This is an optimization exercise on Yosys and OpenROAD, whose aim is small area, a short achievable clock period and few clock cycles, not a production implementation.
RTL that was checked went through simulation tests only; none was proved equivalent to the original.
Function not checked in run 3: the RTL went through the layout flow alone.
Power and IR drop assume default switching activity.

## flow/design.v

```verilog
package streamer_pkg;
  typedef logic [32-1:0] data_t;
  typedef logic [32-1:0] addr_t;
  typedef logic [16-1:0]  len_t;
  typedef logic [$clog2(4)-1:0] ch_idx_t;
  localparam ch_idx_t CH_X = 2'd0;
  localparam ch_idx_t CH_W = 2'd1;
  localparam ch_idx_t CH_Y = 2'd2;
  localparam ch_idx_t CH_Z = 2'd3;
  typedef struct packed {
    addr_t base;
    addr_t stride;
    len_t  len;
  } ch_cfg_t;
  typedef struct packed {
    addr_t addr;
    logic  we;
    data_t wdata;
  } mem_req_t;
  typedef struct packed {
    logic  rvalid;
    data_t rdata;
  } mem_rsp_t;
  typedef struct packed {
    addr_t addr;
    data_t wdata;
  } store_item_t;
endpackage
`timescale 1ns/1ps
module stream_fifo #(
  parameter int unsigned WIDTH  = 1,
  parameter int unsigned DEPTH  = 4,
  localparam int unsigned CNT_W = $clog2(DEPTH + 1),
  localparam int unsigned PTR_W = (DEPTH > 1) ? $clog2(DEPTH) : 1
) (
  input  logic             clk_i,
  input  logic             rst_n_i,
  input  logic             push_i,
  input  logic [WIDTH-1:0] item_i,
  output logic             full_o,
  input  logic             pop_i,
  output logic [WIDTH-1:0] item_o,
  output logic             empty_o,
  output logic [CNT_W-1:0] free_o
);
  logic [WIDTH-1:0] mem_q [DEPTH];
  logic [PTR_W-1:0] wr_ptr_q;
  logic [PTR_W-1:0] rd_ptr_q;
  logic [CNT_W-1:0] count_q;
  logic             push_en;
  logic             pop_en;
  assign empty_o = (count_q == '0);
  assign full_o  = (count_q == CNT_W'(DEPTH));
  assign free_o  = CNT_W'(DEPTH) - count_q;
  assign item_o  = mem_q[rd_ptr_q];
  assign pop_en  = pop_i && !empty_o;
  assign push_en = push_i && (!full_o || pop_i);
  always_ff @(posedge clk_i) begin
    if (!rst_n_i) begin
      wr_ptr_q <= '0;
      rd_ptr_q <= '0;
      count_q  <= '0;
    end else begin
      if (push_en) begin
        wr_ptr_q <= (wr_ptr_q == PTR_W'(DEPTH - 1)) ? '0 : wr_ptr_q + 1'b1;
      end
      if (pop_en) begin
        rd_ptr_q <= (rd_ptr_q == PTR_W'(DEPTH - 1)) ? '0 : rd_ptr_q + 1'b1;
      end
      if (push_en && !pop_en) begin
        count_q <= count_q + 1'b1;
      end else if (pop_en && !push_en) begin
        count_q <= count_q - 1'b1;
      end
    end
  end
  always_ff @(posedge clk_i) begin
    if (push_en) begin
      mem_q[wr_ptr_q] <= item_i;
    end
  end
endmodule
`timescale 1ns/1ps
module load_source (
  input  logic                  clk_i,
  input  logic                  rst_n_i,
  input  logic                  start_i,
  input  streamer_pkg::ch_cfg_t cfg_i,
  output logic                  elig_o,
  output streamer_pkg::addr_t   addr_o,
  output streamer_pkg::addr_t   stride_o,
  input  logic                  fire_i,
  input  streamer_pkg::addr_t   addr_inc_i,
  input  streamer_pkg::data_t   rdata_i,
  output logic                  valid_o,
  input  logic                  ready_i,
  output streamer_pkg::data_t   data_o,
  output logic                  done_o
);
  logic                busy_q;
  logic                done_q;
  logic                arr_q;      
  logic                full_q;     
  logic                nz_q;       
  streamer_pkg::len_t  rleft_q;
  streamer_pkg::addr_t addr_q;
  streamer_pkg::addr_t stride_q;
  streamer_pkg::data_t data_q;
  logic                start_ok;
  logic                full_d;
  assign start_ok = start_i && !busy_q;
  assign full_d   = arr_q || (full_q && !ready_i);
  assign elig_o   = busy_q && nz_q && !full_d;
  assign addr_o   = addr_q;
  assign stride_o = stride_q;
  assign valid_o = full_q;
  assign data_o  = data_q;
  assign done_o  = done_q;
  always_ff @(posedge clk_i) begin
    if (!rst_n_i) begin
      busy_q <= 1'b0;
      done_q <= 1'b0;
      arr_q  <= 1'b0;
      full_q <= 1'b0;
    end else begin
      arr_q  <= fire_i;
      full_q <= full_d;
      done_q <= 1'b0;
      if (start_ok) begin
        busy_q <= (cfg_i.len != '0);
        done_q <= (cfg_i.len == '0);
      end else if (busy_q && !nz_q && !full_d) begin
        busy_q <= 1'b0;
        done_q <= 1'b1;
      end
    end
  end
  always_ff @(posedge clk_i) begin
    if (start_ok) begin
      rleft_q <= cfg_i.len;
      nz_q    <= (cfg_i.len != '0);
    end else if (fire_i) begin
      rleft_q <= rleft_q - 1'b1;
      nz_q    <= (rleft_q != streamer_pkg::len_t'(1));
    end
  end
  always_ff @(posedge clk_i) begin
    if (start_ok) begin
      addr_q   <= cfg_i.base;
      stride_q <= cfg_i.stride;
    end else if (arr_q) begin
      addr_q <= addr_inc_i;
    end
  end
  always_ff @(posedge clk_i) begin
    if (arr_q) begin
      data_q <= rdata_i;
    end
  end
endmodule
`timescale 1ns/1ps
module store_sink (
  input  logic                  clk_i,
  input  logic                  rst_n_i,
  input  logic                  start_i,
  input  streamer_pkg::ch_cfg_t cfg_i,
  input  logic                  valid_i,
  output logic                  ready_o,
  input  streamer_pkg::data_t   data_i,
  output logic                  elig_o,
  output streamer_pkg::addr_t   addr_o,
  output streamer_pkg::addr_t   stride_o,
  output streamer_pkg::data_t   wdata_o,
  input  logic                  fire_i,
  input  streamer_pkg::addr_t   addr_inc_i,
  output logic                  done_o
);
  logic                busy_q;
  logic                done_q;
  logic                rdy_q;
  logic                full_q;     
  logic                fired_q;    
  logic                one_q;      
  streamer_pkg::len_t  wleft_q;
  streamer_pkg::addr_t addr_q;
  streamer_pkg::addr_t stride_q;
  streamer_pkg::data_t data_q;
  logic                start_ok;
  logic                push;
  logic                last;
  logic                busy_d;
  logic                full_d;
  assign start_ok = start_i && !busy_q;
  assign push     = valid_i && rdy_q;
  assign last     = fire_i && one_q;
  assign full_d   = push || (full_q && !fire_i);
  assign busy_d   = busy_q ? !last : (start_ok && (cfg_i.len != '0));
  assign elig_o   = busy_q && (push || full_q);
  assign addr_o   = fired_q ? addr_inc_i : addr_q;
  assign stride_o = stride_q;
  assign ready_o = rdy_q;
  assign wdata_o = data_q;
  assign done_o  = done_q;
  always_ff @(posedge clk_i) begin
    if (!rst_n_i) begin
      busy_q  <= 1'b0;
      done_q  <= 1'b0;
      rdy_q   <= 1'b0;
      full_q  <= 1'b0;
      fired_q <= 1'b0;
    end else begin
      busy_q  <= busy_d;
      rdy_q   <= busy_d && !full_d;
      full_q  <= full_d;
      fired_q <= fire_i;
      done_q  <= busy_q ? last : (start_ok && (cfg_i.len == '0));
    end
  end
  always_ff @(posedge clk_i) begin
    if (start_ok) begin
      wleft_q <= cfg_i.len;
      one_q   <= (cfg_i.len == streamer_pkg::len_t'(1));
    end else if (fire_i) begin
      wleft_q <= wleft_q - 1'b1;
      one_q   <= (wleft_q == streamer_pkg::len_t'(2));
    end
  end
  always_ff @(posedge clk_i) begin
    if (start_ok) begin
      addr_q   <= cfg_i.base;
      stride_q <= cfg_i.stride;
    end else if (fired_q) begin
      addr_q <= addr_inc_i;
    end
  end
  always_ff @(posedge clk_i) begin
    if (push) begin
      data_q <= data_i;
    end
  end
endmodule
`timescale 1ns/1ps
module tcdm_arbiter (
  input  logic                                         clk_i,
  input  logic                                         rst_n_i,
  input  logic [4-1:0]                    elig_i,
  input  logic [4*32-1:0]   addr_i,
  input  logic [4*32-1:0]   stride_i,
  input  logic                                         mem_gnt_i,
  output logic                                         req_o,
  output streamer_pkg::addr_t                          addr_o,
  output logic [4-1:0]                    sel_o,
  output logic [4-1:0]                    fire_o,
  output streamer_pkg::addr_t                          addr_inc_o
);
  localparam int unsigned N_CH = 4;
  localparam int unsigned AW   = 32;
  logic                req_q;
  logic [N_CH-1:0]     sel_q;
  streamer_pkg::addr_t addr_q;
  streamer_pkg::addr_t stride_q;
  streamer_pkg::addr_t inc_q;
  logic [N_CH-1:0]     cand;
  logic [N_CH-1:0]     pick;
  logic [N_CH-1:0]     pri_q [N_CH];
  logic [N_CH-1:0]     sel_nx;
  logic                hold;
  streamer_pkg::addr_t addr_d;
  streamer_pkg::addr_t stride_d;
  streamer_pkg::addr_t inc_d;
  assign cand = elig_i & ~(req_q ? sel_q : '0);
  always_comb begin
    for (int unsigned c = 0; c < N_CH; c++) begin
      pick[c] = cand[c];
      for (int unsigned j = 0; j < N_CH; j++) begin
        if (j < c && cand[j] && pri_q[j][c]) begin
          pick[c] = 1'b0;
        end
        if (j > c && cand[j] && !pri_q[c][j]) begin
          pick[c] = 1'b0;
        end
      end
    end
  end
  assign hold   = req_q && !mem_gnt_i;
  assign sel_nx = hold ? sel_q : pick;
  assign req_o  = req_q;
  assign addr_o = addr_q;
  assign sel_o  = sel_q;
  assign fire_o = (req_q && mem_gnt_i) ? sel_q : '0;
  always_comb begin
    addr_d   = '0;
    stride_d = '0;
    for (int unsigned c = 0; c < N_CH; c++) begin
      addr_d   = addr_d   | ({AW{sel_nx[c]}} & addr_i[c*AW +: AW]);
      stride_d = stride_d | ({AW{sel_nx[c]}} & stride_i[c*AW +: AW]);
    end
  end
  always_ff @(posedge clk_i) begin
    if (!rst_n_i) begin
      req_q <= 1'b0;
      sel_q <= N_CH'(1);
      for (int unsigned i = 0; i < N_CH; i++) begin
        for (int unsigned j = i + 1; j < N_CH; j++) begin
          pri_q[i][j] <= 1'b1;
        end
      end
    end else if (!hold) begin
      req_q <= (cand != '0);
      if (cand != '0) begin
        sel_q <= pick;
      end
      for (int unsigned i = 0; i < N_CH; i++) begin
        for (int unsigned j = i + 1; j < N_CH; j++) begin
          if (pick[j]) begin
            pri_q[i][j] <= 1'b1;
          end
          if (pick[i]) begin
            pri_q[i][j] <= 1'b0;
          end
        end
      end
    end
  end
  always_comb begin
    logic [AW-1:0] g;
    logic [AW-1:0] p;
    logic [AW-1:0] gn;
    logic [AW-1:0] pn;
    g = addr_q & stride_q;
    p = addr_q ^ stride_q;
    for (int unsigned lvl = 0; lvl < $clog2(AW); lvl++) begin
      gn = g;
      pn = p;
      for (int unsigned i = 0; i < AW; i++) begin
        if (i[lvl]) begin
          gn[i] = g[i] | (p[i] & g[((i >> lvl) << lvl) - 1]);
          pn[i] = p[i] & p[((i >> lvl) << lvl) - 1];
        end
      end
      g = gn;
      p = pn;
    end
    inc_d = (addr_q ^ stride_q) ^ {g[AW-2:0], 1'b0};
  end
  always_ff @(posedge clk_i) begin
    addr_q   <= addr_d;
    stride_q <= stride_d;
    inc_q    <= inc_d;
  end
  assign addr_inc_o = inc_q;
endmodule
`timescale 1ns/1ps
module redmule_streamer (
  input  logic                   clk_i,
  input  logic                   rst_n_i,
  input  logic                   x_start_i,
  input  streamer_pkg::ch_cfg_t  x_cfg_i,
  output logic                   x_valid_o,
  input  logic                   x_ready_i,
  output streamer_pkg::data_t    x_data_o,
  output logic                   x_done_o,
  input  logic                   w_start_i,
  input  streamer_pkg::ch_cfg_t  w_cfg_i,
  output logic                   w_valid_o,
  input  logic                   w_ready_i,
  output streamer_pkg::data_t    w_data_o,
  output logic                   w_done_o,
  input  logic                   y_start_i,
  input  streamer_pkg::ch_cfg_t  y_cfg_i,
  output logic                   y_valid_o,
  input  logic                   y_ready_i,
  output streamer_pkg::data_t    y_data_o,
  output logic                   y_done_o,
  input  logic                   z_start_i,
  input  streamer_pkg::ch_cfg_t  z_cfg_i,
  input  logic                   z_valid_i,
  output logic                   z_ready_o,
  input  streamer_pkg::data_t    z_data_i,
  output logic                   z_done_o,
  output logic                   mem_req_o,
  output streamer_pkg::mem_req_t mem_req_data_o,
  input  logic                   mem_gnt_i,
  input  streamer_pkg::mem_rsp_t mem_rsp_i
);
  logic [4-1:0] elig;
  logic [4-1:0] sel;
  logic [4-1:0] fire;
  streamer_pkg::addr_t       x_addr, x_stride;
  streamer_pkg::addr_t       w_addr, w_stride;
  streamer_pkg::addr_t       y_addr, y_stride;
  streamer_pkg::addr_t       z_addr, z_stride;
  streamer_pkg::addr_t       addr_inc;
  streamer_pkg::data_t       z_wdata;
  load_source i_x_source (
    .clk_i       (clk_i),     .rst_n_i    (rst_n_i),
    .start_i     (x_start_i), .cfg_i      (x_cfg_i),
    .elig_o      (elig[0]),
    .addr_o      (x_addr),    .stride_o   (x_stride),
    .fire_i      (fire[0]),   .addr_inc_i (addr_inc),
    .rdata_i     (mem_rsp_i.rdata),
    .valid_o     (x_valid_o), .ready_i    (x_ready_i),
    .data_o      (x_data_o),  .done_o     (x_done_o)
  );
  load_source i_w_source (
    .clk_i       (clk_i),     .rst_n_i    (rst_n_i),
    .start_i     (w_start_i), .cfg_i      (w_cfg_i),
    .elig_o      (elig[1]),
    .addr_o      (w_addr),    .stride_o   (w_stride),
    .fire_i      (fire[1]),   .addr_inc_i (addr_inc),
    .rdata_i     (mem_rsp_i.rdata),
    .valid_o     (w_valid_o), .ready_i    (w_ready_i),
    .data_o      (w_data_o),  .done_o     (w_done_o)
  );
  load_source i_y_source (
    .clk_i       (clk_i),     .rst_n_i    (rst_n_i),
    .start_i     (y_start_i), .cfg_i      (y_cfg_i),
    .elig_o      (elig[2]),
    .addr_o      (y_addr),    .stride_o   (y_stride),
    .fire_i      (fire[2]),   .addr_inc_i (addr_inc),
    .rdata_i     (mem_rsp_i.rdata),
    .valid_o     (y_valid_o), .ready_i    (y_ready_i),
    .data_o      (y_data_o),  .done_o     (y_done_o)
  );
  store_sink i_z_sink (
    .clk_i       (clk_i),     .rst_n_i    (rst_n_i),
    .start_i     (z_start_i), .cfg_i      (z_cfg_i),
    .valid_i     (z_valid_i), .ready_o    (z_ready_o),
    .data_i      (z_data_i),
    .elig_o      (elig[3]),
    .addr_o      (z_addr),    .stride_o   (z_stride),
    .wdata_o     (z_wdata),
    .fire_i      (fire[3]),   .addr_inc_i (addr_inc),
    .done_o      (z_done_o)
  );
  tcdm_arbiter i_arbiter (
    .clk_i       (clk_i),
    .rst_n_i     (rst_n_i),
    .elig_i      (elig),
    .addr_i      ({z_addr, y_addr, w_addr, x_addr}),
    .stride_i    ({z_stride, y_stride, w_stride, x_stride}),
    .mem_gnt_i   (mem_gnt_i),
    .req_o       (mem_req_o),
    .addr_o      (mem_req_data_o.addr),
    .sel_o       (sel),
    .fire_o      (fire),
    .addr_inc_o  (addr_inc)
  );
  assign mem_req_data_o.we    = sel[3];
  assign mem_req_data_o.wdata = z_wdata;
endmodule
```

## flow/flow/run.sh

```bash
#!/bin/bash
# The standard layout, with the smallest buffer on every input and output port.
set -euo pipefail
cd "$(dirname "$0")/.."
export BUFFER_PORTS_ARGS="-buffer_cell sky130_fd_sc_hd__buf_1"
bash standard.sh > standard.log 2>&1
```

## flow/standard.sh

```bash
#!/bin/bash
# synth_recipe.tcl (not shown) runs the flow's synth.tcl, then flattens the netlist and writes it again
# the make line also repeats each setting of config.mk as NAME=value (left out here)
make -C /OpenROAD-flow-scripts/flow DESIGN_CONFIG=/design/flow/config.mk WORK_HOME=/design/flow/orfs CLKGATE_MAP_FILE= SYNTH_SCRIPT=/design/flow/synth_recipe.tcl "${@:-finish}"
```

## flow/config.mk

```make
export PLATFORM = sky130hd
export DESIGN_NAME = redmule_streamer
export DESIGN_NICKNAME = redmule_streamer
export VERILOG_FILES = /design/flow/design.v
export SDC_FILE = /design/flow/constraint.sdc
export NUM_CORES = 4
export LEC_CHECK = 0
export ABC_AREA = 1
export CAP_MARGIN = 20
export CORE_MARGIN = 2
export CORE_UTILIZATION = 55
export CTS_BUF_LIST = sky130_fd_sc_hd__clkbuf_8
export CTS_CLUSTER_DIAMETER = 50
export CTS_CLUSTER_SIZE = 12
export PLACE_DENSITY = 0.68
export SETUP_SLACK_MARGIN = 3.15
export SLEW_MARGIN = 20
```

## flow/constraint.sdc

```tcl
create_clock -name core_clock -period 5.5 [get_ports {clk_i}]
set_input_delay 1.1000 -clock core_clock [delete_from_list [all_inputs] [get_ports {clk_i}]]
set_output_delay 1.1000 -clock core_clock [all_outputs]
set_load 0.01 [all_outputs]
```

==> run summary, run 1 <==
# TYPE chip_impl_metric gauge
chip_impl_metric{name="min_period",unit="ns"} 2.34
chip_impl_info{name="worstSetupPathType",value="register to output port"} 1
chip_impl_metric{name="start_util",unit=""} 0.557
chip_impl_metric{name="fin_cells",unit=""} 3503
chip_impl_metric{name="placedCellCount",unit=""} 3354
chip_impl_info{name="netlist.top_cell.by_area",value="edfxtp_1"} 1
chip_impl_metric{name="cts-root-to-sink-buffers",unit=""} 3
chip_impl_metric{name="routedWlPerCell",unit="um"} 22.0
chip_impl_metric{name="netlist.area_leader.share",unit=""} 0.526
chip_impl_info{name="yosys-top-cells-area",value="edfxtp_1 53%, dfxtp_1 13%, nand2_1 11%"} 1
chip_impl_metric{name="synthesized_flop_and_latch_total",unit=""} 576
chip_impl_info{name="most_numerous_cell_in_the_yosys_netlist",value="nand2_1"} 1
chip_impl_metric{name="synthXorXnorAreaFrac",unit=""} 0.0132
chip_impl_metric{name="fin_setup_tns",unit="ns"} 0
chip_impl_info{name="critical-path-slowest-cell",value="edfxtp_1"} 1
chip_impl_metric{name="grt_overflow",unit=""} 0
chip_impl_metric{name="synthSimpleGateAreaFrac",unit=""} 0.213
chip_impl_info{name="combinational_family_with_the_most_area_after_synthesis",value="simple AND/OR/NAND/NOR gates"} 1
chip_impl_metric{name="worst-r2r-cell-count",unit=""} 8
chip_impl_metric{name="clockPowerShare",unit=""} 0.243
chip_impl_metric{name="total_die_area",unit="um2"} 45300
chip_impl_info{name="reg_to_reg_start",value="i_arbiter.addr_q[13]"} 1
chip_impl_metric{name="die_h",unit="um"} 213
chip_impl_metric{name="synthesis.nets",unit=""} 2720
chip_impl_info{name="synth-main-ff-cell",value="edfxtp_1"} 1
chip_impl_metric{name="grt_antenna_before_repair",unit=""} 19
chip_impl_metric{name="power.sequential.fraction",unit=""} 0.551
chip_impl_metric{name="drtIter0Drc",unit=""} 1880
chip_impl_metric{name="area_occupied_by_multi_input_gates",unit="um2"} 7550
chip_impl_info{name="timing.rr.end",value="i_arbiter.inc_q[17]"} 1
chip_impl_metric{name="gp_congestion",unit=""} 0.923
chip_impl_metric{name="power.net_switching",unit="uW"} 3280
chip_impl_metric{name="dieWidth",unit="um"} 213
chip_impl_metric{name="seqCellArea",unit="um2"} 15800
chip_impl_metric{name="rrSetupSlack",unit="ns"} 3.23
chip_impl_metric{name="source_to_sink_clock_delay_at_the_later_pin_of_the_worst_skew_pair",unit="ns"} 0.69
chip_impl_metric{name="clock_sinks",unit=""} 576
chip_impl_info{name="tritoncts_clock_tree",value="yes"} 1
chip_impl_metric{name="drt.antenna.violating_nets",unit=""} 0
chip_impl_metric{name="areaGrowthSynthToFinish",unit="%"} 18.4
chip_impl_metric{name="synthDistinctLibCells",unit=""} 44
chip_impl_metric{name="critical_path.max_fanout",unit=""} 1
chip_impl_metric{name="p_sw_frac",unit=""} 0.313
chip_impl_metric{name="first_pass_iters",unit=""} 6
chip_impl_metric{name="std_cell_rows",unit=""} 76
chip_impl_info{name="outcome",value="timing/DRC/antenna clean"} 1
chip_impl_metric{name="synth_area_in_adders",unit=""} 0.0240
chip_impl_metric{name="slew_headroom",unit=""} 0.257
chip_impl_metric{name="port_buffers",unit=""} 564
chip_impl_metric{name="grt_pass1_wl",unit="um"} 111000
chip_impl_metric{name="dpl-instance-area",unit="um2"} 26600
chip_impl_metric{name="post_synth_edffs",unit=""} 420
chip_impl_metric{name="timing.final.max_slew_violations",unit=""} 0
chip_impl_metric{name="finalSetupViolCount",unit=""} 0
chip_impl_metric{name="syn_area",unit="um2"} 24000
chip_impl_metric{name="synthesis.instances",unit=""} 2281
chip_impl_metric{name="finalCritPeriodShare",unit=""} 0.426
chip_impl_metric{name="cellPowerDensity",unit="nW/um2"} 368
chip_impl_metric{name="hold_violations",unit=""} 0
chip_impl_metric{name="async_reset_ff_frac",unit=""} 0
chip_impl_metric{name="maxClockFrequency",unit="GHz"} 0.427
chip_impl_metric{name="critical_path_arrival",unit="ns"} 1.24
chip_impl_info{name="worstPathCellList",value="buf_6"} 1
chip_impl_metric{name="pwr-share-comb",unit=""} 0.206
chip_impl_metric{name="syn-mean-instance-area",unit="um2"} 10.5
chip_impl_info{name="crit_path_start",value="i_w_source.data_q[4]"} 1
chip_impl_metric{name="routed_wl",unit="um"} 76900
chip_impl_metric{name="clock-skew-final",unit="ns"} 0.0303
chip_impl_info{name="holdCritPathClass",value="register to register"} 1
chip_impl_info{name="ys_top_cells_by_count",value="690 x nand2_1, 420 x edfxtp_1, 250 x nand3_1, 156 x dfxtp_1, 143 x inv_1"} 1
chip_impl_info{name="worstSetupStartpointType",value="register"} 1
chip_impl_info{name="unrepaired_setup_endpoints_after_global_routing",value="yes"} 1
chip_impl_info{name="crit_path_end_kind",value="output port"} 1
chip_impl_metric{name="cts_max_level",unit=""} 2
chip_impl_metric{name="remaining_drc_errors",unit=""} 0
chip_impl_metric{name="critical_path_buffers_and_inverters",unit=""} 1
chip_impl_metric{name="synth_compound_area_frac",unit=""} 0.0362
chip_impl_metric{name="path_depth",unit=""} 1
chip_impl_metric{name="cts_buffers",unit=""} 56
chip_impl_metric{name="track_usage",unit=""} 0.335
chip_impl_metric{name="grt_start_max_net_pins",unit=""} 65
chip_impl_info{name="path_delay_family",value="flip-flops"} 1
chip_impl_metric{name="num_vias",unit=""} 19434
chip_impl_metric{name="max-cap-violations",unit=""} 0
chip_impl_metric{name="post_route_cell_area",unit="um2"} 28400
chip_impl_metric{name="synthMuxAreaShare",unit=""} 0.0150
chip_impl_metric{name="post_route_cells_drive_above_1_share",unit=""} 0.0958
chip_impl_metric{name="first_global_vias",unit=""} 18611
chip_impl_info{name="clockRootBuffer",value="clkbuf_8"} 1
chip_impl_metric{name="worst_slew_pin_slew",unit="ns"} 1.11
chip_impl_metric{name="yosysWarnings",unit=""} 4
chip_impl_metric{name="hpwlAfterDp",unit="um"} 51100
chip_impl_metric{name="floorplan.io_pins",unit=""} 566
chip_impl_metric{name="cts.hold.buffers_added",unit=""} 0
chip_impl_metric{name="core_area",unit="um2"} 43100
chip_impl_metric{name="layout.core_utilization",unit=""} 0.659
chip_impl_metric{name="worst-endpoint-required",unit="ns"} 4.40
chip_impl_metric{name="synth.yosys.seq_area_share",unit=""} 0.656
chip_impl_metric{name="cellLeakagePower",unit="uW"} 0.0113
chip_impl_metric{name="critical_path.max_stage_delay",unit="ns"} 0.41
chip_impl_metric{name="layout.nets",unit=""} 3293
chip_impl_metric{name="via_cell_ratio",unit=""} 5.55
chip_impl_metric{name="cell_internal_pwr",unit="uW"} 7180
chip_impl_info{name="critPathCapture",value="w_data_o[4]"} 1
chip_impl_metric{name="path_clk_slew",unit="ns"} 0.08
chip_impl_metric{name="peakVddDrop",unit="mV"} 0.237
chip_impl_metric{name="nFillCells",unit=""} 3594
## stage by stage
step / power (uW) / hold slack, ns / worst slack (ns)
after CTS: 10400 / 0.467 / 3.13
final: 10500 / 0.470 / 3.16
after global placement: 7730 / 0.450 / 2.05
after detailed placement: 7800 / 0.443 / 2.02
after floorplan: 7010 / 0.420 / 3.16
after global routing: 10900 / 0.491 / 3.12
## layout by cell type (no fill, tap or decap), types with 11 or more instances in the layout
cell / n
nand2_1: 683
buf_1: 501
edfxtp_1: 420
nand3_1: 247
inv_1: 180
dfxtp_1: 127
nor2_1: 122
nand4_1: 72
o21ai_0: 71
clkbuf_8: 60
a21oi_1: 41
ha_1: 38
buf_4: 34
mux2_2: 29
xor2_1: 22
buf_2: 22
buf_6: 19
a31oi_1: 18
dfxtp_2: 18
clkbuf_2: 18
nor3_1: 17
diode_2: 16
xnor2_1: 14
nor4_1: 13
dfxtp_4: 11
## layout make-up
class,count,area share
Clock inverter,47,0.00780
Inverter,150,0.0203
Clock buffer,59,0.0286
Antenna cell,16,0.00141
Timing Repair Buffer,600,0.0935
Multi-Input combinational cell,1470,0.266
Sequential cell,576,0.557
Tap cell,585,0.0258
## logic make-up (layout without fill, tap and decap cells)
| group | Yosys count | in the layout |
|---|---|---|
| xor+xnor | 36 | 36 |
| flops | 576 | 576 |
| fa+ha+maj | 43 | 43 |
| simple gates | 1193 | 1202 |
| mux | 32 | 32 |
| compound gates | 157 | 157 |
| buf+inv | 244 | 856 |
| other cells | 0 | 16 |
## flip-flops by register name, indices dropped and copies added (netlist names), 4 cells and up
register,count
i_z_sink.data_q,32
i_w_source.stride_q,32
i_y_source.data_q,32
i_z_sink.wleft_q,16
i_x_source.stride_q,32
i_x_source.rleft_q,16
i_w_source.data_q,32
i_x_source.addr_q,32
i_arbiter.stride_q,32
i_z_sink.stride_q,32
i_y_source.stride_q,32
i_arbiter.addr_q,32
i_x_source.data_q,32
i_w_source.rleft_q,16
i_arbiter.sel_q,4
i_y_source.addr_q,32
i_z_sink.addr_q,32
i_arbiter.pri_q,6
i_y_source.rleft_q,16
i_arbiter.inc_q,32
i_w_source.addr_q,32
## power groups by stage
stage               Combinational, uW  Clock [uW]  Sequential, uW
CTS                              2110        2560            5750
finish                           2160        2540            5750
floorplan                        1300           0            5710
global route                     2410        2720            5810
global placement                 1910           0            5820
detailed placement               1970           0            5830
## worst register-to-register path, cell delays in order, from the launching register on
cell     delay, ns
dfxtp_4       0.39
buf_4         0.16
ha_1          0.36
a21oi_4       0.18
o21ai_0       0.10
a21oi_1       0.21
nand2_4       0.18
fa_1          0.43
xor2_1        0.15
## layer usage
metal,GRT usage,share of wire,vias to the layer above
met5,0,0.00073,-
met1,0.419,0.38,9215
met4,0.182,0.049,8
li1,-,-,8982
met3,0.0680,0.089,202
met2,0.551,0.48,1027
## what timing repair did
| item | CTS | global route |
|---|---|---|
| gates resized for setup | 129 | 56 |
| pin swaps | 6 | 3 |
| buffers inserted | 14 | 4 |
| cloned | 8 | 1 |
| endpoints found under the setup margin | 299 | 221 |
## worst min-delay path by stage
stage	to	from	cells after the start
after floorplan	i_arbiter.inc_q[0]	i_arbiter.stride_q[0]	1
after global placement	i_arbiter.inc_q[0]	i_arbiter.stride_q[0]	1
after detailed placement	i_arbiter.inc_q[0]	i_arbiter.stride_q[0]	1
after CTS	i_arbiter.stride_q[26]	i_z_sink.stride_q[26]	2
after global routing	i_arbiter.stride_q[26]	i_z_sink.stride_q[26]	2
final	i_arbiter.stride_q[26]	i_z_sink.stride_q[26]	2
Testbench counts, summed over its fixed seeds: cycles 11,314.
==> run 2: changes to the inputs <==
--- a/flow/config.mk
+++ b/flow/config.mk
@@ -6,12 +6,12 @@
 export NUM_CORES = 4
 export LEC_CHECK = 0
 export ABC_AREA = 1
-export CAP_MARGIN = 20
+export CAP_MARGIN = 5
 export CORE_MARGIN = 2
 export CORE_UTILIZATION = 55
 export CTS_BUF_LIST = sky130_fd_sc_hd__clkbuf_8
 export CTS_CLUSTER_DIAMETER = 50
 export CTS_CLUSTER_SIZE = 12
 export PLACE_DENSITY = 0.68
-export SETUP_SLACK_MARGIN = 3.15
-export SLEW_MARGIN = 20
+export SETUP_SLACK_MARGIN = 3.2
+export SLEW_MARGIN = 5
==> run summary, run 2 <==
# TYPE chip_impl_metric gauge
chip_impl_metric{name="drtIter0Drc",unit=""} 1843
chip_impl_metric{name="async_reset_ff_frac",unit=""} 0
chip_impl_info{name="netlist.top_cell.by_area",value="edfxtp_1"} 1
chip_impl_metric{name="yosysWarnings",unit=""} 4
chip_impl_metric{name="path_clk_slew",unit="ns"} 0.08
chip_impl_metric{name="synthesized_flop_and_latch_total",unit=""} 576
chip_impl_info{name="worstSetupPathType",value="register to output port"} 1
chip_impl_metric{name="dieWidth",unit="um"} 213
chip_impl_metric{name="first_pass_iters",unit=""} 7
chip_impl_metric{name="pwr-share-comb",unit=""} 0.215
chip_impl_metric{name="worst-r2r-cell-count",unit=""} 7
chip_impl_metric{name="synth.yosys.seq_area_share",unit=""} 0.656
chip_impl_info{name="most_numerous_cell_in_the_yosys_netlist",value="nand2_1"} 1
chip_impl_metric{name="clockPowerShare",unit=""} 0.244
chip_impl_metric{name="p_sw_frac",unit=""} 0.311
chip_impl_info{name="crit_path_start",value="i_y_source.data_q[5]"} 1
chip_impl_metric{name="routedWlPerCell",unit="um"} 22.6
chip_impl_info{name="worstPathCellList",value="clkbuf_2"} 1
chip_impl_metric{name="maxClockFrequency",unit="GHz"} 0.409
chip_impl_metric{name="gp_congestion",unit=""} 0.956
chip_impl_metric{name="synthesis.nets",unit=""} 2720
chip_impl_info{name="clockRootBuffer",value="clkbuf_8"} 1
chip_impl_metric{name="areaGrowthSynthToFinish",unit="%"} 20.3
chip_impl_metric{name="routed_wl",unit="um"} 79500
chip_impl_info{name="outcome",value="timing/DRC/antenna clean"} 1
chip_impl_info{name="holdCritPathClass",value="register to register"} 1
chip_impl_metric{name="num_vias",unit=""} 19702
chip_impl_metric{name="setup_ws_post_layout",unit="ns"} 3.06
chip_impl_metric{name="source_to_sink_clock_delay_at_the_later_pin_of_the_worst_skew_pair",unit="ns"} 0.70
chip_impl_metric{name="synthDistinctLibCells",unit=""} 44
chip_impl_metric{name="worst-endpoint-required",unit="ns"} 4.40
chip_impl_metric{name="die_h",unit="um"} 213
chip_impl_metric{name="first_global_vias",unit=""} 18668
chip_impl_info{name="reg_to_reg_start",value="i_arbiter.addr_q[13]"} 1
chip_impl_metric{name="critical_path_arrival",unit="ns"} 1.34
chip_impl_metric{name="std_cell_rows",unit=""} 76
chip_impl_metric{name="grt_start_max_net_pins",unit=""} 61
chip_impl_metric{name="timing.final.max_slew_violations",unit=""} 0
chip_impl_metric{name="floorplan.io_pins",unit=""} 566
chip_impl_metric{name="power.sequential.fraction",unit=""} 0.541
chip_impl_metric{name="post_synth_edffs",unit=""} 420
chip_impl_metric{name="critical_path.max_stage_delay",unit="ns"} 0.47
chip_impl_metric{name="hold_violations",unit=""} 0
chip_impl_info{name="critPathCapture",value="y_data_o[5]"} 1
chip_impl_info{name="synth-main-ff-cell",value="edfxtp_1"} 1
chip_impl_info{name="tritoncts_clock_tree",value="yes"} 1
chip_impl_metric{name="cellPowerDensity",unit="nW/um2"} 370
chip_impl_metric{name="post_route_cells_drive_above_1_share",unit=""} 0.143
chip_impl_metric{name="clock_sinks",unit=""} 576
chip_impl_metric{name="worst_slew_pin_slew",unit="ns"} 1.15
chip_impl_metric{name="finalSetupViolCount",unit=""} 0
chip_impl_metric{name="grt_pass1_wl",unit="um"} 112000
chip_impl_info{name="crit_path_end_kind",value="output port"} 1
chip_impl_metric{name="grt_overflow",unit=""} 0
chip_impl_metric{name="layout.nets",unit=""} 3315
chip_impl_metric{name="min_period",unit="ns"} 2.44
chip_impl_metric{name="cts_buffers",unit=""} 58
chip_impl_metric{name="syn-mean-instance-area",unit="um2"} 10.5
chip_impl_metric{name="port_buffers",unit=""} 564
chip_impl_info{name="commonest_non_fill_non_tap_cells_in_the_layout",value="683 x nand2_1, 420 x edfxtp_1, 400 x buf_1"} 1
chip_impl_metric{name="synthesis.instances",unit=""} 2281
chip_impl_metric{name="peakVddDrop",unit="mV"} 0.236
chip_impl_metric{name="core_area",unit="um2"} 43100
chip_impl_metric{name="path_depth",unit=""} 1
chip_impl_metric{name="rrSetupSlack",unit="ns"} 3.27
chip_impl_metric{name="cts_max_level",unit=""} 2
chip_impl_info{name="timing.rr.end",value="i_arbiter.inc_q[16]"} 1
chip_impl_metric{name="smallest_hold_slack",unit="ns"} 0.453
chip_impl_metric{name="hpwlAfterDp",unit="um"} 51600
chip_impl_metric{name="fin_setup_tns",unit="ns"} 0
chip_impl_metric{name="finalCritPeriodShare",unit=""} 0.444
chip_impl_info{name="yosys-top-cells-area",value="edfxtp_1 53%, dfxtp_1 13%, nand2_1 11%"} 1
chip_impl_metric{name="critical_path.max_fanout",unit=""} 1
chip_impl_metric{name="track_usage",unit=""} 0.340
chip_impl_metric{name="power.net_switching",unit="uW"} 3310
chip_impl_info{name="mostFrequentLayoutCell",value="nand2_1"} 1
chip_impl_metric{name="cellLeakagePower",unit="uW"} 0.0118
chip_impl_metric{name="cell_internal_pwr",unit="uW"} 7350
chip_impl_info{name="source_of_the_worst_hold_timing_path",value="i_arbiter.stride_q[0]"} 1
chip_impl_metric{name="clock-skew-final",unit="ns"} 0.0313
chip_impl_metric{name="via_cell_ratio",unit=""} 5.59
chip_impl_metric{name="remaining_drc_errors",unit=""} 0
chip_impl_metric{name="start_util",unit=""} 0.557
chip_impl_metric{name="total_die_area",unit="um2"} 45300
chip_impl_info{name="unrepaired_setup_endpoints_after_global_routing",value="yes"} 1
chip_impl_info{name="path_delay_family",value="flip-flops"} 1
chip_impl_metric{name="drt.antenna.violating_nets",unit=""} 0
chip_impl_info{name="worstSetupStartpointType",value="register"} 1
chip_impl_metric{name="grt_antenna_before_repair",unit=""} 17
chip_impl_info{name="ys_top_cells_by_count",value="690 x nand2_1, 420 x edfxtp_1, 250 x nand3_1, 156 x dfxtp_1, 143 x inv_1"} 1
chip_impl_metric{name="pre_cts_slack",unit="ns"} 2.03
chip_impl_metric{name="max-cap-violations",unit=""} 0
chip_impl_metric{name="syn_area",unit="um2"} 24000
chip_impl_metric{name="slew_headroom",unit=""} 0.234
chip_impl_metric{name="critical_path_buffers_and_inverters",unit=""} 1
chip_impl_info{name="critical-path-slowest-cell",value="edfxtp_1"} 1
chip_impl_metric{name="cts-root-to-sink-buffers",unit=""} 3
chip_impl_metric{name="netlist.area_leader.share",unit=""} 0.526
-- run 2: changes by cell type in the layout (fill, tap and decap cells not counted), moves of 3 or more --
cell,previous run,this run
buf_1,501,400
buf_2,22,25
buf_4,34,47
buf_6,19,46
clkbuf_2,18,96
clkbuf_8,60,63
dfxtp_1,127,115
dfxtp_4,11,21
inv_1,180,173
or2_2,5,8
-- run 2: how the worst min path moves through the flow --
stage / end / slack, ns / depth (start not counted)
floorplan: i_arbiter.inc_q[0] / 0.42 / 1
global placement: i_arbiter.inc_q[0] / 0.43 / 1
detailed placement: i_arbiter.inc_q[0] / 0.44 / 1
CTS: i_arbiter.inc_q[0] / 0.46 / 1
global route: i_arbiter.inc_q[0] / 0.47 / 1
finish: i_arbiter.inc_q[0] / 0.45 / 1
-- run 2: logic make-up (layout without fill, tap and decap cells) --
logic type / count (synthesis) / count (layout) / share of synthesized area
and+or+nand+nor: 1193 / 1205 / 0.213
AOI/OAI and AO/OA: 157 / 157 / 0.0362
adders and majority gates: 43 / 43 / 0.0240
buffers and inverters: 244 / 874 / 0.0423
DFF: 576 / 576 / 0.656
xor gates and xnor gates: 36 / 36 / 0.0132
other: 0 / 15 / 0
muxes: 32 / 32 / 0.0150
-- run 2: repair_timing --
item / CTS / global route
hold buffers: 0 / 0
endpoints found under the hold margin: 0 / 0
resized for setup: 212 / 124
gates cloned: 10 / 2
endpoints found under the setup margin: 330 / 327
buffers inserted: 25 / 9
pin swaps: 8 / 4
-- run 2: power groups by stage --
stage | clock, uW | sequential (uW) | combinational (uW)
after floorplan | 0 | 5710 | 1300
after global placement | 0 | 5830 | 1900
after detailed placement | 0 | 5840 | 1970
after CTS | 2640 | 5760 | 2220
after global routing | 2790 | 5830 | 2540
final | 2600 | 5770 | 2300
-- run 2: layout make-up --
type                            instances  area (um2)
Antenna cell                           15        37.5
Clock inverter                         44         220
Multi-Input combinational cell       1473        7550
Timing Repair Buffer                  617        3030
Clock buffer                           63         867
Tap cell                              585         732
Fill cell                            3425       14200
Sequential cell                       576       15800
Inverter                              150         573
-- run 2: per-stage QoR --
stage | cells | cell area (um2) | power [uW] | utilization
floorplan | 2281 | 24000 | 7010 | -
global placement | 3355 | 26600 | 7730 | 0.617
detailed placement | 3355 | 26600 | 7810 | 0.617
CTS | 3497 | 28500 | 10600 | 0.661
global route | 3520 | 28800 | 11200 | 0.670
finish | 3523 | 28900 | 10700 | 0.670
-- run 2: routing by layer --
layer  vias up  wire length, um  global-route usage
met5         -               47                   0
met4         6             4200               0.184
met3       201             7710              0.0765
met2      1135            37500               0.552
met1      9340            30000               0.427
li1       9020                -                   -
==> run 3: changes to the inputs <==
--- a/flow/design.v
+++ b/flow/design.v
@@ -259,7 +259,6 @@
   logic [N_CH-1:0]     sel_q;
   streamer_pkg::addr_t addr_q;
   streamer_pkg::addr_t stride_q;
-  streamer_pkg::addr_t inc_q;
   logic [N_CH-1:0]     cand;
   logic [N_CH-1:0]     pick;
   logic [N_CH-1:0]     pri_q [N_CH];
@@ -267,7 +266,6 @@
   logic                hold;
   streamer_pkg::addr_t addr_d;
   streamer_pkg::addr_t stride_d;
-  streamer_pkg::addr_t inc_d;
   assign cand = elig_i & ~(req_q ? sel_q : '0);
   always_comb begin
     for (int unsigned c = 0; c < N_CH; c++) begin
@@ -322,33 +320,18 @@
       end
     end
   end
-  always_comb begin
-    logic [AW-1:0] g;
-    logic [AW-1:0] p;
-    logic [AW-1:0] gn;
-    logic [AW-1:0] pn;
-    g = addr_q & stride_q;
-    p = addr_q ^ stride_q;
-    for (int unsigned lvl = 0; lvl < $clog2(AW); lvl++) begin
-      gn = g;
-      pn = p;
-      for (int unsigned i = 0; i < AW; i++) begin
-        if (i[lvl]) begin
-          gn[i] = g[i] | (p[i] & g[((i >> lvl) << lvl) - 1]);
-          pn[i] = p[i] & p[((i >> lvl) << lvl) - 1];
-        end
-      end
-      g = gn;
-      p = pn;
-    end
-    inc_d = (addr_q ^ stride_q) ^ {g[AW-2:0], 1'b0};
-  end
+  logic [15:0] lo_q;
+  logic        cy_q;
+  logic [15:0] hi0_q;
+  logic [15:0] hi1_q;
   always_ff @(posedge clk_i) begin
     addr_q   <= addr_d;
     stride_q <= stride_d;
-    inc_q    <= inc_d;
+    {cy_q, lo_q} <= {1'b0, addr_q[15:0]} + {1'b0, stride_q[15:0]};
+    hi0_q    <= addr_q[31:16] + stride_q[31:16];
+    hi1_q    <= addr_q[31:16] + stride_q[31:16] + 16'd1;
   end
-  assign addr_inc_o = inc_q;
+  assign addr_inc_o = {cy_q ? hi1_q : hi0_q, lo_q};
 endmodule
 `timescale 1ns/1ps
 module redmule_streamer (
==> flow/config.mk (replaced) <==
export PLATFORM = sky130hd
export DESIGN_NAME = redmule_streamer
export DESIGN_NICKNAME = redmule_streamer
export VERILOG_FILES = /design/flow/design.v
export SDC_FILE = /design/flow/constraint.sdc
export NUM_CORES = 4
export LEC_CHECK = 0
export CAP_MARGIN = 20
export CORE_MARGIN = 2
export CORE_UTILIZATION = 60
export CTS_CLUSTER_DIAMETER = 100
export CTS_CLUSTER_SIZE = 20
export PLACE_DENSITY = 0.72
export SETUP_SLACK_MARGIN = 3.0
export SLEW_MARGIN = 20
==> run summary, run 3 <==
# TYPE chip_impl_metric gauge
chip_impl_metric{name="fin_setup_tns",unit="ns"} 0
chip_impl_metric{name="first_global_vias",unit=""} 17060
chip_impl_info{name="most_numerous_cell_in_the_yosys_netlist",value="edfxtp_1"} 1
chip_impl_info{name="worstSetupPathType",value="register to register"} 1
chip_impl_metric{name="critical_path.max_fanout",unit=""} 3
chip_impl_metric{name="total_die_area",unit="um2"} 40600
chip_impl_metric{name="finalCritPeriodShare",unit=""} 0.482
chip_impl_metric{name="routedWlPerCell",unit="um"} 22.7
chip_impl_info{name="unrepaired_setup_endpoints_after_global_routing",value="yes"} 1
chip_impl_metric{name="cts-root-to-sink-buffers",unit=""} 3
chip_impl_metric{name="cellLeakagePower",unit="uW"} 0.00980
chip_impl_metric{name="cts.hold.buffers_added",unit=""} 0
chip_impl_metric{name="core_area",unit="um2"} 38600
chip_impl_metric{name="syn-mean-instance-area",unit="um2"} 12.6
chip_impl_metric{name="worst-endpoint-required",unit="ns"} 5.96
chip_impl_metric{name="worst-r2r-cell-count",unit=""} 10
chip_impl_metric{name="post_synth_edffs",unit=""} 420
chip_impl_info{name="worstPathCellList",value="ha_4 -> fa_2 -> a21o_1 -> a22oi_2 -> a31oi_4 -> a221oi_4 -> xor2_2 -> nor4_4 -> nand4_1 -> xnor2_1"} 1
chip_impl_metric{name="finalPower",unit="uW"} 10800
chip_impl_info{name="netlist.top_cell.by_area",value="edfxtp_1"} 1
chip_impl_metric{name="critical_path.max_stage_delay",unit="ns"} 0.37
chip_impl_metric{name="via_cell_ratio",unit=""} 5.87
chip_impl_metric{name="hpwlAfterDp",unit="um"} 45600
chip_impl_metric{name="areaGrowthSynthToFinish",unit="%"} 18.9
chip_impl_metric{name="source_to_sink_clock_delay_at_the_later_pin_of_the_worst_skew_pair",unit="ns"} 0.58
chip_impl_metric{name="gp_congestion",unit=""} 0.906
chip_impl_metric{name="path_clk_slew",unit="ns"} 0.08
chip_impl_metric{name="async_reset_ff_frac",unit=""} 0
chip_impl_metric{name="grt_start_max_net_pins",unit=""} 64
chip_impl_metric{name="rrSetupSlack",unit="ns"} 2.85
chip_impl_metric{name="grt_overflow",unit=""} 0
chip_impl_metric{name="hold_violations",unit=""} 0
chip_impl_info{name="source_of_the_worst_hold_timing_path",value="i_z_sink.stride_q[13]"} 1
chip_impl_metric{name="timing.final.max_slew_violations",unit=""} 0
chip_impl_metric{name="netlist.area_leader.share",unit=""} 0.539
chip_impl_metric{name="worst_slew_pin_slew",unit="ns"} 1.17
chip_impl_metric{name="synthesis.instances",unit=""} 1861
chip_impl_metric{name="slew_headroom",unit=""} 0.222
chip_impl_metric{name="min_period",unit="ns"} 2.65
chip_impl_info{name="timing.rr.end",value="i_arbiter.hi1_q[14]"} 1
chip_impl_metric{name="grt_antenna_before_repair",unit=""} 14
chip_impl_metric{name="max-cap-violations",unit=""} 0
chip_impl_metric{name="num_vias",unit=""} 17618
chip_impl_metric{name="synthesized_flop_and_latch_total",unit=""} 593
chip_impl_metric{name="cts_buffers",unit=""} 35
chip_impl_metric{name="maxClockFrequency",unit="GHz"} 0.377
chip_impl_metric{name="dieWidth",unit="um"} 202
chip_impl_metric{name="grt_pass1_wl",unit="um"} 98900
chip_impl_info{name="crit_path_end_kind",value="register"} 1
chip_impl_metric{name="routed_wl",unit="um"} 68100
chip_impl_metric{name="smallest_hold_slack",unit="ns"} 0.436
chip_impl_metric{name="clock_sinks",unit=""} 593
chip_impl_metric{name="peakVddDrop",unit="mV"} 0.273
chip_impl_metric{name="nFillCells",unit=""} 2803
chip_impl_info{name="min_delay_worst_endpoint",value="i_arbiter.stride_q[13]"} 1
chip_impl_info{name="reg_to_reg_start",value="i_arbiter.addr_q[16]"} 1
chip_impl_metric{name="area_occupied_by_multi_input_gates",unit="um2"} 7270
chip_impl_metric{name="yosysWarnings",unit=""} 4
chip_impl_metric{name="start_util",unit=""} 0.607
chip_impl_metric{name="finalSetupViolCount",unit=""} 0
chip_impl_metric{name="post_route_cells_drive_above_1_share",unit=""} 0.0786
chip_impl_metric{name="synth.yosys.seq_area_share",unit=""} 0.686
chip_impl_metric{name="synthesis.nets",unit=""} 2299
chip_impl_info{name="outcome",value="timing/DRC/antenna clean"} 1
chip_impl_metric{name="first_pass_iters",unit=""} 9
chip_impl_metric{name="drtIter0Drc",unit=""} 1794
chip_impl_info{name="critical-path-slowest-cell",value="dfxtp_4"} 1
chip_impl_metric{name="seqCellArea",unit="um2"} 16100
chip_impl_info{name="ys_top_cells_by_count",value="420 x edfxtp_1, 342 x nand2_1, 173 x dfxtp_1, 134 x nor2_1, 128 x o21ai_0"} 1
chip_impl_metric{name="syn_area",unit="um2"} 23400
chip_impl_info{name="mostFrequentLayoutCell",value="buf_1"} 1
chip_impl_metric{name="std_cell_rows",unit=""} 72
chip_impl_info{name="yosys-top-cells-area",value="edfxtp_1 54%, dfxtp_1 15%, nand2_1 5.5%"} 1
chip_impl_metric{name="clock-skew-final",unit="ns"} 0.0315
chip_impl_info{name="clockRootBuffer",value="clkbuf_16"} 1
chip_impl_info{name="tritoncts_clock_tree",value="yes"} 1
chip_impl_metric{name="remaining_drc_errors",unit=""} 0
chip_impl_metric{name="critical_path_arrival",unit="ns"} 3.11
chip_impl_metric{name="cellPowerDensity",unit="nW/um2"} 389
chip_impl_metric{name="holdPathStages",unit=""} 2
chip_impl_info{name="worstSetupStartpointType",value="register"} 1
chip_impl_metric{name="cts_max_level",unit=""} 2
chip_impl_metric{name="die_h",unit="um"} 202
chip_impl_metric{name="track_usage",unit=""} 0.326
chip_impl_metric{name="drt.antenna.violating_nets",unit=""} 0
chip_impl_metric{name="floorplan.io_pins",unit=""} 566
chip_impl_info{name="synth-main-ff-cell",value="edfxtp_1"} 1
chip_impl_metric{name="layout.nets",unit=""} 2883
chip_impl_info{name="holdCritPathClass",value="register to register"} 1
chip_impl_metric{name="port_buffers",unit=""} 564
chip_impl_metric{name="synthDistinctLibCells",unit=""} 77
chip_impl_info{name="commonest_non_fill_non_tap_cells_in_the_layout",value="563 x buf_1, 420 x edfxtp_1, 338 x nand2_1"} 1
run 3: cell types whose count changed after synthesis, moves of 28 or more:
cell	change
xnor2_1	+49
a222oi_1	+64
a21oi_1	+50
o21ai_0	+53
nand2_1	-348
mux2i_1	+32
mux2_2	-28
nand4_1	-61
nand3_1	-235
inv_1	-112
run 3: logic make-up after synthesis:
| family | synth area share |
|---|---|
| and+or+nand+nor | 0.120 |
| adders and majority gates | 0.0231 |
| xor gates and xnor gates | 0.0339 |
| DFF | 0.686 |
| AOI/OAI and AO/OA | 0.101 |
| muxes | 0.0142 |
| buffers and inverters | 0.0217 |
run 3: stage by stage:
step	setup slack, ns	area, um2	cells	utilization
after global placement	1.51	26000	2879	0.675
after global routing	2.69	27800	2997	0.722
final	2.85	27900	3003	0.722
after floorplan	2.66	23500	1861	-
after detailed placement	1.43	26000	2879	0.675
after CTS	2.78	27500	2975	0.713
run 3: cell type report:
| type | instances | share of cell area |
|---|---|---|
| Antenna cell | 16 | 0.00144 |
| Inverter | 33 | 0.00499 |
| Tap cell | 518 | 0.0233 |
| Clock buffer | 60 | 0.0363 |
| Multi-Input combinational cell | 1158 | 0.261 |
| Clock inverter | 1 | 0.000314 |
| Sequential cell | 593 | 0.577 |
| Timing Repair Buffer | 624 | 0.0950 |
run 3: what timing repair did:
item,in CTS,in global routing
pin swaps,20,33
cloned,4,2
setup buffers,31,10
gates resized for setup,36,48
endpoints found under the setup margin,181,110
run 3: how the worst max path moves through the flow:
| stage | from | endpoint | slack (ns) | depth (start not counted) |
|---|---|---|---|---|
| floorplan | z_valid_i | i_arbiter.addr_q[10] | 2.66 | 9 |
| global placement | z_valid_i | i_arbiter.addr_q[21] | 1.51 | 9 |
| detailed placement | z_valid_i | i_arbiter.addr_q[7] | 1.43 | 9 |
| CTS | i_arbiter.addr_q[16] | i_arbiter.hi1_q[15] | 2.78 | 10 |
| global route | i_arbiter.addr_q[16] | i_arbiter.hi1_q[15] | 2.69 | 10 |
| finish | i_arbiter.addr_q[16] | i_arbiter.hi1_q[14] | 2.85 | 10 |
run 3: report_power, final:
| part | switching [uW] | internal, uW |
|---|---|---|
| Combinational | 1380 | 911 |
| Sequential | 353 | 5530 |
| Clock | 1410 | 1270 |
run 3: per-layer routing:
layer	part of all wire	global-route usage
met3	0.088	0.0572
met1	0.37	0.399
met2	0.50	0.553
met5	0.00041	0
met4	0.044	0.174
run 3: critical path: cells and delay by family (launching register included):
kind / cells / cell delay [ns]
and+or+nand+nor: 2 / 0.46
adders and majority gates: 2 / 0.51
DFF: 1 / 0.37
AOI/OAI and AO/OA: 4 / 0.91
xor gates and xnor gates: 2 / 0.29

==> afterwards: timing with drivers on the ports <==
No port has a modelled driver above. Below, the same layouts with a new extraction and two added sets of constraints.
Step 1: set_driving_cell puts a clkbuf_16 on clk_i and a buf_2 on each other input, an assumption about the parent block.
Step 2 also shifts input and output timing later by t, the mid clock arrival at the registers, as if the neighbouring blocks saw the same clock.
Slacks: no drivers / after step 1 / after step 2; pairs: no drivers / after step 1.
run	shift t [ns]	setup slack, ns	worst setup path at the end	worst register clock-pin slew, ns
run 1	0.728	3.159 / 3.103 / 2.512	input to register	0.09 / 0.09
run 2	0.732	3.058 / 3.006 / 2.552	input to register	0.09 / 0.09
run 3	0.620	2.850 / 2.850 / 2.378	input to register	0.09 / 0.09
After both steps every run listed still meets setup and hold. The setup slack of run 1, which loses most, moves by -0.056 ns with the drivers and by -0.647 ns with both steps.
